This design comes from an exercise in tuning for small area and few clock cycles per item on the open sky130 flow, not from production work.
Function was not checked in any run shown here: the RTL went through the layout flow alone.
No activity file was given, so power comes from the tool's default toggle rates.

## constraint.sdc

```tcl
create_clock -name core_clock -period 6.0 [get_ports {clk}]
set_input_delay 1.2000 -clock core_clock [delete_from_list [all_inputs] [get_ports {clk}]]
set_output_delay 1.2000 -clock core_clock [all_outputs]
set_load 0.01 [all_outputs]
```

## design.v

```verilog
`timescale 1ns / 1ps
package ihl_pkg;
	localparam int OFF_W  = 20;
	localparam int LINE_W = 16;
	localparam int KIND_W = 3;
	localparam logic [KIND_W-1:0] KIND_IDENT = 3'd0;
	localparam logic [KIND_W-1:0] KIND_NUM   = 3'd1;
	localparam logic [KIND_W-1:0] KIND_HASH  = 3'd2;
	localparam logic [KIND_W-1:0] KIND_DHASH = 3'd3;
	localparam logic [KIND_W-1:0] KIND_END   = 3'd4;
	localparam logic [KIND_W-1:0] KIND_ERROR = 3'd5;
	localparam logic [7:0] CH_HASH  = 8'h23;
	localparam logic [7:0] CH_UNDER = 8'h5F;
	localparam logic [7:0] CH_TAB   = 8'h09;
	localparam logic [7:0] CH_CR    = 8'h0D;
	localparam logic [7:0] CH_LF    = 8'h0A;
	localparam logic [7:0] CH_SPACE = 8'h20;
	localparam logic [2:0] MODE_IDLE   = 3'b000;
	localparam logic [2:0] MODE_CR     = 3'b001;  
	localparam logic [2:0] MODE_FAILED = 3'b010;
	localparam logic [2:0] MODE_IDENT  = 3'b100;
	localparam logic [2:0] MODE_NUM    = 3'b101;
	localparam logic [2:0] MODE_HASH   = 3'b110;
endpackage
`timescale 1ns / 1ps
module ihl_scan (
	input  logic [7:0] b,
	output logic       c_word,
	output logic       c_dig,
	output logic       c_hash,
	output logic       c_blank,
	output logic       c_lf,
	output logic       c_cr,
	output logic       c_bad
);
	assign c_word  = (b >= 8'h41 && b <= 8'h5A) || (b >= 8'h61 && b <= 8'h7A) || b == ihl_pkg::CH_UNDER;
	assign c_dig   = b >= 8'h30 && b <= 8'h39;
	assign c_hash  = b == ihl_pkg::CH_HASH;
	assign c_blank = b == ihl_pkg::CH_SPACE || b == ihl_pkg::CH_TAB;
	assign c_lf    = b == ihl_pkg::CH_LF;
	assign c_cr    = b == ihl_pkg::CH_CR;
	assign c_bad   = !(c_word || c_dig || c_hash || c_blank || c_lf || c_cr);
endmodule
`timescale 1ns / 1ps
module ident_number_hash_lexer
(
	input  logic        clk,
	input  logic        arst_n,
	input  logic        in_valid,
	output logic        in_ready,
	input  logic [7:0]  in_byte,
	input  logic        in_end,
	output logic        out_valid,
	input  logic        out_ready,
	output logic [2:0]  out_kind,
	output logic [19:0] out_offset,
	output logic [19:0] out_length,
	output logic [15:0] out_line,
	output logic [15:0] out_column,
	output logic [7:0]  out_bad_byte,
	output logic        out_last
);
	localparam logic [19:0] OFF_MAX  = '1;
	localparam logic [15:0] LINE_MAX = '1;
	logic        valid_q;
	logic [7:0]  byte_q;
	logic        eoi_q;
	logic        hash_q;    
	logic        blank_q;   
	logic        adv_q;     
	logic [2:0]  mode_q;
	logic        rst_pend;  
	logic [19:0] base_q;    
	logic [15:0] col_q;     
	logic [15:0] line_q;
	logic [19:0] n_q;       
	logic        sat_q;     
	logic c_word, c_dig, c_hash, c_blank, c_lf, c_cr, c_bad;
	ihl_scan u_cls (
		.b(byte_q),
		.c_word(c_word),
		.c_dig(c_dig),
		.c_hash(c_hash),
		.c_blank(c_blank),
		.c_lf(c_lf),
		.c_cr(c_cr),
		.c_bad(c_bad)
	);
	logic tok, failed, extend, dh, bad, two, opening, brk, lf_skip, res, go, step;
	logic cin, col_cin, adv;
	logic [19:0] len;
	logic [20:0] sum;
	logic [16:0] col_sum;
	logic [19:0] off_sat, n_inc;
	logic [15:0] col_sat, line_inc;
	assign tok     = mode_q[2];
	assign failed  = mode_q == ihl_pkg::MODE_FAILED;
	assign extend  = !eoi_q && ((mode_q == ihl_pkg::MODE_IDENT && (c_word || c_dig)) ||
		(mode_q == ihl_pkg::MODE_NUM && c_dig));
	assign dh      = mode_q == ihl_pkg::MODE_HASH && hash_q;
	assign bad     = !eoi_q && c_bad;
	assign two     = tok && (eoi_q || bad);
	assign opening = !eoi_q && !extend && !dh && (c_word || c_dig || c_hash);
	assign lf_skip = mode_q == ihl_pkg::MODE_CR && c_lf;
	assign brk     = !eoi_q && (c_lf || c_cr) && !lf_skip;
	assign res     = !failed && (tok ? !extend : (eoi_q || bad));
	assign go      = valid_q && (!res || out_ready);
	assign step    = go && !failed;
	assign in_ready = !valid_q || (go && !two);
	assign cin     = dh || adv_q;
	assign col_cin = dh || blank_q;
	assign sum     = {1'b0, base_q} + {1'b0, n_q} + 21'(cin);
	assign off_sat = sum[20] ? OFF_MAX : sum[19:0];
	assign col_sum = {1'b0, col_q} + {1'b0, n_q[15:0]} + 17'(col_cin);
	assign col_sat = (col_sum[16] || n_q[19:16] != 4'd0) ? LINE_MAX : col_sum[15:0];
	assign adv     = !eoi_q && !two && !bad;
	assign n_inc   = n_q + 20'(!(&n_q));
	assign line_inc = line_q + 16'(!(&line_q));
	always_ff @(posedge clk or negedge arst_n) begin
		if (!arst_n) begin
			valid_q <= 1'b0;
		end else if (in_valid && in_ready) begin
			valid_q <= 1'b1;
		end else if (go && !two) begin
			valid_q <= 1'b0;
		end
	end
	always_ff @(posedge clk) begin
		if (in_valid && in_ready) begin
			byte_q  <= in_byte;
			eoi_q   <= in_end;
			hash_q  <= !in_end && in_byte == ihl_pkg::CH_HASH;
			blank_q <= !in_end && (in_byte == ihl_pkg::CH_SPACE || in_byte == ihl_pkg::CH_TAB);
			adv_q   <= !in_end && (in_byte == ihl_pkg::CH_SPACE || in_byte == ihl_pkg::CH_TAB ||
				in_byte == ihl_pkg::CH_LF || in_byte == ihl_pkg::CH_CR);
		end
	end
	always_ff @(posedge clk or negedge arst_n) begin
		if (!arst_n) begin
			rst_pend <= 1'b1;
		end else begin
			rst_pend <= 1'b0;
		end
	end
	always_ff @(posedge clk) begin
		if (rst_pend) begin
			base_q <= '0;
			col_q  <= 16'd1;
			line_q <= 16'd1;
			n_q    <= '0;
			sat_q  <= 1'b0;
		end else if (step) begin
			if (eoi_q && !tok) begin
				sat_q <= 1'b0;
			end else if (adv && (&sum[19:1]) && (sum[0] == cin)) begin
				sat_q <= 1'b1;
			end
			if (two) begin
				base_q <= off_sat;
				col_q  <= col_sat;
				n_q    <= '0;
			end else if (eoi_q) begin
				base_q <= '0;
				col_q  <= 16'd1;
				line_q <= 16'd1;
				n_q    <= '0;
			end else if (extend) begin
				n_q <= n_inc;
			end else begin
				base_q <= off_sat;
				col_q  <= brk ? 16'd1 : col_sat;
				if (brk) begin
					line_q <= line_inc;
				end
				n_q <= opening ? 20'd1 : 20'd0;
			end
		end
	end
	always_ff @(posedge clk or negedge arst_n) begin
		if (!arst_n) begin
			mode_q <= ihl_pkg::MODE_IDLE;
		end else if (step) begin
			if (two || eoi_q) begin
				mode_q <= ihl_pkg::MODE_IDLE;
			end else if (!extend) begin
				if (bad) begin
					mode_q <= ihl_pkg::MODE_FAILED;
				end else if (c_word) begin
					mode_q <= ihl_pkg::MODE_IDENT;
				end else if (c_dig) begin
					mode_q <= ihl_pkg::MODE_NUM;
				end else if (c_hash && !dh) begin
					mode_q <= ihl_pkg::MODE_HASH;
				end else if (c_cr) begin
					mode_q <= ihl_pkg::MODE_CR;
				end else begin
					mode_q <= ihl_pkg::MODE_IDLE;
				end
			end
		end
	end
	assign out_valid    = valid_q && res;
	assign out_kind     = tok ? (dh ? ihl_pkg::KIND_DHASH : {1'b0, mode_q[1:0]}) :
		(eoi_q ? ihl_pkg::KIND_END : ihl_pkg::KIND_ERROR);
	assign out_offset   = base_q;
	assign len          = (sat_q && mode_q != ihl_pkg::MODE_HASH) ? ~base_q : n_q;
	assign out_length   = {len[19:2], len[1] | dh, len[0] & !dh};
	assign out_line     = line_q;
	assign out_column   = col_q;
	assign out_bad_byte = (!tok && !eoi_q) ? byte_q : 8'h00;
	assign out_last     = !two;
endmodule
```

## standard.sh

```bash
#!/bin/bash
# synth_recipe.tcl (not shown) runs the flow's synth.tcl, then flattens the netlist and writes it again
# the make line also repeats each setting of config.mk as NAME=value (left out here)
make -C /OpenROAD-flow-scripts/flow DESIGN_CONFIG=/design/flow/config.mk WORK_HOME=/design/flow/orfs CLKGATE_MAP_FILE= SYNTH_SCRIPT=/design/flow/synth_recipe.tcl "${@:-finish}"
```

## config.mk

```make
export PLATFORM = sky130hd
export DESIGN_NAME = ident_number_hash_lexer
export DESIGN_NICKNAME = ident_number_hash_lexer
export VERILOG_FILES = /design/flow/design.v
export SDC_FILE = /design/flow/constraint.sdc
export NUM_CORES = 4
export LEC_CHECK = 0
export CAP_MARGIN = 20
export CORE_MARGIN = 2
export CORE_UTILIZATION = 40
export SLEW_MARGIN = 20
export BUFFER_PORTS_ARGS = -buffer_cell sky130_fd_sc_hd__buf_1
export CTS_ARGS = -sink_clustering_enable -repair_clock_nets -dont_use_dummy_load -sink_clustering_size 12 -sink_clustering_max_diameter 50 -root_buf sky130_fd_sc_hd__clkbuf_8 -buf_list {sky130_fd_sc_hd__clkbuf_4}
```

## flow/abc_area.script

```
strash
&get -n
&fraig -x
&put
scorr
dc2
strash
&get -n
&dch -f
&nf -R 10
&put
mfs2
strash
&get -n
&dch -f
&nf -R 10
&put
```

## flow/run.sh

```bash
#!/bin/bash
# Layout: the standard ORFS flow (standard.sh), with these changes to how the layout is built:
#  - synthesis is the standard one, except that ABC maps the logic with an area-oriented
#    script (flow/abc_area.script) in place of ORFS's speed script, and adders are left to
#    ABC (no full/half-adder cell extraction); the registers are untouched
#  - the port buffers are the smallest buffer (buf_1) instead of the default delay buffer
#  - the clock tree uses small clock buffers and no dummy loads
# make's output goes to synth.log and layout.log here; each tool's full log is under orfs/logs/.
set -euo pipefail
here=$(pwd)
cat >> config.mk <<'EOF'
export BUFFER_PORTS_ARGS = -buffer_cell sky130_fd_sc_hd__buf_1
export CTS_ARGS = -sink_clustering_enable -repair_clock_nets -dont_use_dummy_load -sink_clustering_size 12 -sink_clustering_max_diameter 50 -root_buf sky130_fd_sc_hd__clkbuf_8 -buf_list {sky130_fd_sc_hd__clkbuf_4}
EOF
# a copy of ORFS's scripts whose speed script is the area script, for synthesis only
rm -rf "$here/synth_scripts"
cp -r "$FLOW_HOME/scripts" "$here/synth_scripts"
cp "$here/flow/abc_area.script" "$here/synth_scripts/abc_speed.script"
bash standard.sh synth "SCRIPTS_DIR=$here/synth_scripts" "ADDER_MAP_FILE=" > synth.log 2>&1
bash standard.sh finish > layout.log 2>&1
```

==> results of run 1 <==
## cell type report
cell class              count  area share
flip-flops and latches     90       0.330
repair buffers            102      0.0673
multi-input cells         563       0.539
inverters                  10     0.00635
clock buffers               9      0.0210
well taps                 172      0.0364
## where the power goes
group | switching (mW) | leakage (nW) | internal (mW) | total [mW]
clock | 0.202 | 0.0647 | 0.135 | 0.337
sequential | 0.0520 | 0.762 | 0.657 | 0.709
combinational | 0.248 | 1.29 | 0.113 | 0.361
total | 0.502 | 2.12 | 0.904 | 1.41
## worst min-delay path: stages, from the launching register on
cell and delay (ns):
dfxtp_1 0.34, nand2_1 0.06, o21ai_0 0.06
## flip-flops by register name (all words and copies together) (netlist names)
name      cells
rst_pend      1
mode_q        3
valid_q       1
adv_q         1
hash_q        1
line_q       16
base_q       20
n_q          20
sat_q         1
byte_q        8
eoi_q         1
blank_q       1
col_q        16
## logic make-up after synthesis
group,count (synthesis)
AO/OA/AOI/OAI,167
XOR/XNOR,53
adder cells (fa/ha/maj),5
buffers and inverters,10
flip-flops,90
other,1
AND/OR/NAND/NOR,337
## synthesized netlist by cell type (all sizes together) (4+ instances only)
library cell | instances | share of area
edfxtp | 12 | 0.070
and2 | 32 | 0.039
nand4 | 6 | 0.0073
and3 | 17 | 0.021
dfrtp | 4 | 0.019
a31oi | 6 | 0.0073
xnor2 | 35 | 0.060
or4 | 5 | 0.0073
a21oi | 31 | 0.030
a211oi | 5 | 0.0073
nand3 | 15 | 0.015
nand2b | 13 | 0.016
maj3 | 5 | 0.0097
or3 | 4 | 0.0049
o21a | 5 | 0.0073
nor2 | 102 | 0.074
xor2 | 18 | 0.031
nor3 | 31 | 0.030
clkinv | 10 | 0.0073
a22o | 18 | 0.031
or2 | 4 | 0.0049
nand2 | 88 | 0.064
nor4 | 5 | 0.0061
nor2b | 9 | 0.011
dfxtp | 73 | 0.28
o22ai | 4 | 0.0049
o21ai | 68 | 0.066
## per-layer routing
layer / wire length [um] / GRT usage / up-vias
met2: 6180 / 0.315 / 137
met3: 644 / 0.0350 / 25
met4: 309 / 0.0783 / 0
met1: 6480 / 0.255 / 2390
li1: - / - / 2582
met5: 0 / 0 / -
## worst max path at each step
stage	startpoint	end	slack, ns	depth (start not counted)
floorplan	mode_q[2]	col_q[2]	1.40	15
global placement	mode_q[2]	col_q[2]	1.41	16
detailed placement	mode_q[2]	col_q[2]	1.26	16
CTS	mode_q[2]	col_q[3]	1.24	16
global route	mode_q[2]	col_q[3]	0.73	16
finish	mode_q[2]	col_q[3]	1.21	16
==> out/metrics.yaml, run 1 <==
max_cap_viol_count: 0
drt_iter0_drc: 269
synth_edf_count: 12
grtUsageTotal: 0.194
yosys.area_share.simple: 0.310
crit_arrival_ns: 5.06
syn_area_per_cell_um2: 7.76
final_common_cell: "nor2_1"
gp_congestion: 0.894
overflow: 0
outcome: "complete, no violations"
synth-async-reset-ratio: 0.0556
path_clk_slew_ns: 0.08
power_density_nw_per_um2: 238
drc_errors: 0
pre_cts_slack_ns: 1.26
vias: 5134
netlist_area_um2: 5150
synth_compound_area_frac: 0.203
seq_area_um2: 1950
fmax_mhz: 209
vdd_drop_max_mv: 0.155
leakagePower_nw: 2.12
grt_max_degree: 45
core_um2: 12600
synth_top_family_by_area: "simple AND/OR/NAND/NOR gates"
antenna_cells: 0
netlist_instances: 663
hpwl_um: 9900
layout_common_cells: "102 x nor2_1, 98 x buf_1, 88 x nand2_1"
fillCellCount: 1297
multi_input_area_um2: 3190
setup_ws_ns: 1.21
min_delay_path_depth: 2
endpoint_kind: "flip-flop"
cts_resized: 0
area.growth.synth_to_final_pct: 14.8
cp_num_buf_inv: 1
min_period_over_period: 0.799
hold_viol: 0
ant_nets: 0
ioPinCount: 99
clk_latency_ns: 0.38
final_max_slew_viol_count: 0
fp.dieW_um: 117
rr_endpoint: "col_q[3]"
worstPathMaxFanout: 13
cp-start-kind: "flip-flop"
die_h_um: 117
clk_path_buf_depth: 2
layout-drive-gt1-share: 0.0220
worst-setup-path-type: "flip-flop to flip-flop"
crit_required_ns: 6.26
ys_types: 53
reg2reg_slack_ns: 1.21
start_util: 0.409
wl_per_cell_um: 14.4
placedCellCount: 937
synth_xor_area_frac: 0.0902
worst_hold_slack_ns: 0.504
holdCritPathClass: "flip-flop to flip-flop"
vias_per_cell: 5.43
final_area_um2: 5910
htree_levels: 3
ctsHoldBuffers: 0
fin_nets: 789
rsz0062_at_grt: "no"
hp-start: "base_q[13]"
cts_setup_buffers: 0
cts_tree: "yes"
r2r_start: "mode_q[2]"
clock-sinks: 90
crit_slowest_cell: "dfrtp_1"
rows: 41
cts-root-buf: "clkbuf_8"
antenna_found_initial: 0
ys.warnings.count: 1
ys_seq_area_frac: 0.379
io_buffers: 98
setup_tns_ns: 0
worst_path_most_repeated_cell: "o21ai_0"
finalNonFillerCells: 946
whs_endpoint: "base_q[13]"
synth_mux_area_frac: 0
ys_ff_latch: 90
grt_pass1_wl_um: 22100
tightest_slew_ns: 0.899
final_core_util: 0.470
synth_flop_cell: "dfxtp_1"
crit_family: "compound AO/OA/AOI/OAI gates"
crit_chain: "and4b_1 > o21ai_0 > a21oi_1 > o21ai_0 > a211o_1 > a21oi_1 > o22a_1 > a221oi_1 > o21ai_0 > maj3_1 > maj3_1 > and3_1 > nor3_1 > buf_4 > a21bo_1 > a22o_1"
die_area_um2: 13800
synthAdderAreaFrac: 0.00973
setup_viol: 0
grt_pass1_vias: 4664
fin_crit_ns: 4.79
p_total_mw: 1.41
fin_skew_ns: 0.0208
syn-num-nets: 676
relSlewSlack: 0.393
finalWirelength_um: 13600
numCtsBuffers: 9
r2r_cells: 16
firstDrtPassIters: 7
placed_area_um2: 5780
critPathMaxStageDelay_ns: 0.47
==> run 2, diff against run 1 <==
==> flow/abc_area.script (replaced) <==
strash
&get -n
&fraig -x
&put
scorr
dc2
strash
&get -n
&dch -f
&nf -R 1000
&put
mfs2
strash
&get -n
&dch -f
&nf -R 1000
&put
==> out/metrics.yaml, run 2 <==
outcome: "complete, no violations"
die_area_um2: 13200
fin_nets: 732
path_clk_slew_ns: 0.08
grt_pass1_wl_um: 21200
ys_ff_latch: 90
finalWirelength_um: 13100
final_common_cell: "buf_1"
holdCritPathClass: "flip-flop to flip-flop"
netlist_instances: 600
endpoint_kind: "flip-flop"
max_cap_viol_count: 0
fin_skew_ns: 0.0136
die_h_um: 115
drt_iter0_drc: 236
synth_flop_cell: "dfxtp_1"
numCtsBuffers: 9
synth_most_common_cell: "nand2_1"
layout-drive-gt1-share: 0.0432
crit_required_ns: 6.25
vias_per_cell: 5.54
rows: 40
pwr-share-clk: 0.249
crit_chain: "nand2_1 > nor3_2 > o21ai_1 > a21oi_1 > a21oi_1 > o21ai_0 > a21oi_2 > a21oi_1 > maj3_1 > maj3_1 > maj3_1 > maj3_1 > maj3_1 > maj3_1 > maj3_1 > and3_1 > a31oi_1 > buf_4 > o211ai_1 > a22o_1"
antenna_found_initial: 0
clk_path_buf_depth: 2
overflow: 0
worst-setup-path-type: "flip-flop to flip-flop"
ys_types: 48
internal_power_uw: 875
ant_nets: 0
cp_num_buf_inv: 1
ctsHoldBuffers: 0
fp.dieW_um: 115
wl_per_cell_um: 15.1
cp-start-kind: "flip-flop"
worst_path_most_repeated_cell: "maj3_1"
ys_seq_area_frac: 0.395
clk_latency_ns: 0.35
sequentialPowerShare: 0.523
r2r_cells: 20
synth_common_cells: "92 x nand2_1, 73 x dfxtp_1, 69 x nor2_1"
start_util: 0.410
power_switching_share: 0.329
grt_pass1_vias: 4368
layout_common_cells: "98 x buf_1, 92 x nand2_1, 73 x dfxtp_1"
gp_congestion: 0.829
ioPinCount: 99
crit_slowest_cell: "dfrtp_1"
crit_arrival_ns: 5.86
crit_family: "adder cells"
tightest_slew_ns: 0.774
drc_errors: 0
power_density_nw_per_um2: 228
p_switching_uw: 430
finalNonFillerCells: 864
core_um2: 12000
critPathMaxStageDelay_ns: 0.45
synth.top_cell.area_share: 0.297
synth_top_area_cell: "dfxtp_1"
antenna_cells: 0
relSlewSlack: 0.484
placed_area_um2: 5550
grtUsageTotal: 0.198
hold_viol: 0
ys.warnings.count: 1
worstPathMaxFanout: 16
vias: 4790
top_regs: "base_q: 20 flops, n_q: 20 flops"
area.growth.synth_to_final_pct: 16.3
syn_area_per_cell_um2: 8.21
cts_tree: "yes"
final_area_um2: 5730
fmax_mhz: 178
p_comb_frac: 0.228
netlist_area_um2: 4930
firstDrtPassIters: 4
crit_cells: 20
clock-sinks: 90
leakagePower_nw: 2.24
grt_max_degree: 44
fin_crit_ns: 5.61
vdd_drop_max_mv: 0.110
synth_area_leaders: "dfxtp_1 30%, edfxtp_1 7.3%, nand2_1 7.0%"
min_delay_path_depth: 1
p_total_mw: 1.31
syn-num-nets: 613
setup_viol: 0
hpwl_um: 9260
htree_levels: 3
cts-root-buf: "clkbuf_8"
final_max_slew_viol_count: 0
min_period_over_period: 0.934
io_buffers: 98
synth-async-reset-ratio: 0.0556
placedCellCount: 853
synth_edf_count: 12
run 2: cell count changes in the layout (fill, tap and decap cells not counted), sizes merged, moves of 4 or more:
cell,previous run,this run
nand2b,13,9
nand3,15,20
clkinv,10,6
nand2,88,92
xor2,18,25
a22o,18,36
buf,102,108
o21ai,68,38
nand4,6,10
and2,32,19
maj3,5,11
nor2,102,69
run 2: power by group through the flow:
stage          clock network (mW)  registers, mW  logic, mW
2_1_floorplan                   0          0.693      0.186
3_3_place_gp                    0          0.693      0.296
3_5_place_dp                    0          0.695      0.298
4_1_cts                     0.338          0.681      0.300
5_1_grt                     0.359          0.688      0.331
6_report                    0.324          0.682      0.298
run 2: what timing repair did:
action	CTS	global route
hold endpoints to repair	0	0
endpoints found under the setup margin	0	36
gates resized for setup	0	15
setup buffers	0	1
run 2: metrics by stage:
stage	setup TNS, ns	hold WS, ns	setup WS (ns)	utilization
5_1_grt	-0.0115	0.531	-0.0115	0.477
2_1_floorplan	0	0.437	0.167	-
6_report	0	0.513	0.394	0.477
3_5_place_dp	0	0.491	0.0630	0.462
3_3_place_gp	0	0.472	0.167	0.462
4_1_cts	0	0.514	0.0496	0.473
run 2: worst reg2reg max path, delay by kind of cell (launching register included):
kind / cells / cell delay [ns]
compound gates: 9 / 1.50
buf+inv: 1 / 0.24
flops: 1 / 0.45
fa+ha+maj: 7 / 2.89
simple gates: 3 / 0.44
run 2: path summary, 6_finish.rpt:
kind	from	end	slack [ns]
worst max register to register	mode_q[1]	col_q[5]	0.39
max in group asynchronous	arst_n	rst_pend	5.02
worst min-delay path	line_q[14]	line_q[14]	0.51
worst min register to register	line_q[14]	line_q[14]	0.51
worst max-delay path	mode_q[1]	col_q[5]	0.39
min in group asynchronous	arst_n	valid_q	0.70
run 2: final cells by class:
| class | count | area [um2] |
|---|---|---|
| fillers | 1233 | 6280 |
| multi-input cells | 504 | 3000 |
| flip-flops and latches | 90 | 1950 |
| repair buffers | 108 | 450 |
| well taps | 147 | 184 |
| clock buffers | 9 | 124 |
| inverters | 6 | 22.5 |
run 2: logic make-up after synthesis:
kind of cell | share of synthesized area
AO/OA/AOI/OAI | 0.189
XOR/XNOR | 0.105
adder cells (fa/ha/maj) | 0.0223
buffers and inverters | 0.00457
flip-flops | 0.395
multiplexers | 0.00203
other | 0.000761
AND/OR/NAND/NOR | 0.281
run 2: metal layers:
metal | part of all wire | wire length, um | up-vias | GRT usage
met5 | 0 | 0 | - | 0
met4 | 0.018 | 240 | 0 | 0.0723
met3 | 0.045 | 589 | 20 | 0.0306
met2 | 0.45 | 5900 | 122 | 0.316
met1 | 0.48 | 6330 | 2233 | 0.273
li1 | - | - | 2415 | -

[what the ideal ports hide]
Ports are ideal in the flow. The routed layouts listed here were re-timed in OpenROAD. Step 1 (the two cells are an assumption about what drives the block):
set clk [get_ports {clk}]
set_driving_cell -lib_cell sky130_fd_sc_hd__clkbuf_16 $clk
set_driving_cell -lib_cell sky130_fd_sc_hd__buf_2 [delete_from_list [all_inputs] $clk]
Step 2 times the ports against the registers' clock, not the clock port: input delays grow and output delays shrink by t, the midpoint of the rising clock arrivals with the driver on. a / b / c = no drivers / after step 1 / after step 2; a / b = the first two.
run | t, ns | setup slack, ns | cell pins on the clock port's net
run 1 | 0.398 | 1.205 / 1.205 / 1.205 | 1
run 2 | 0.380 | 0.394 / 0.394 / 0.394 | 1
After both steps every run listed still meets setup and hold.
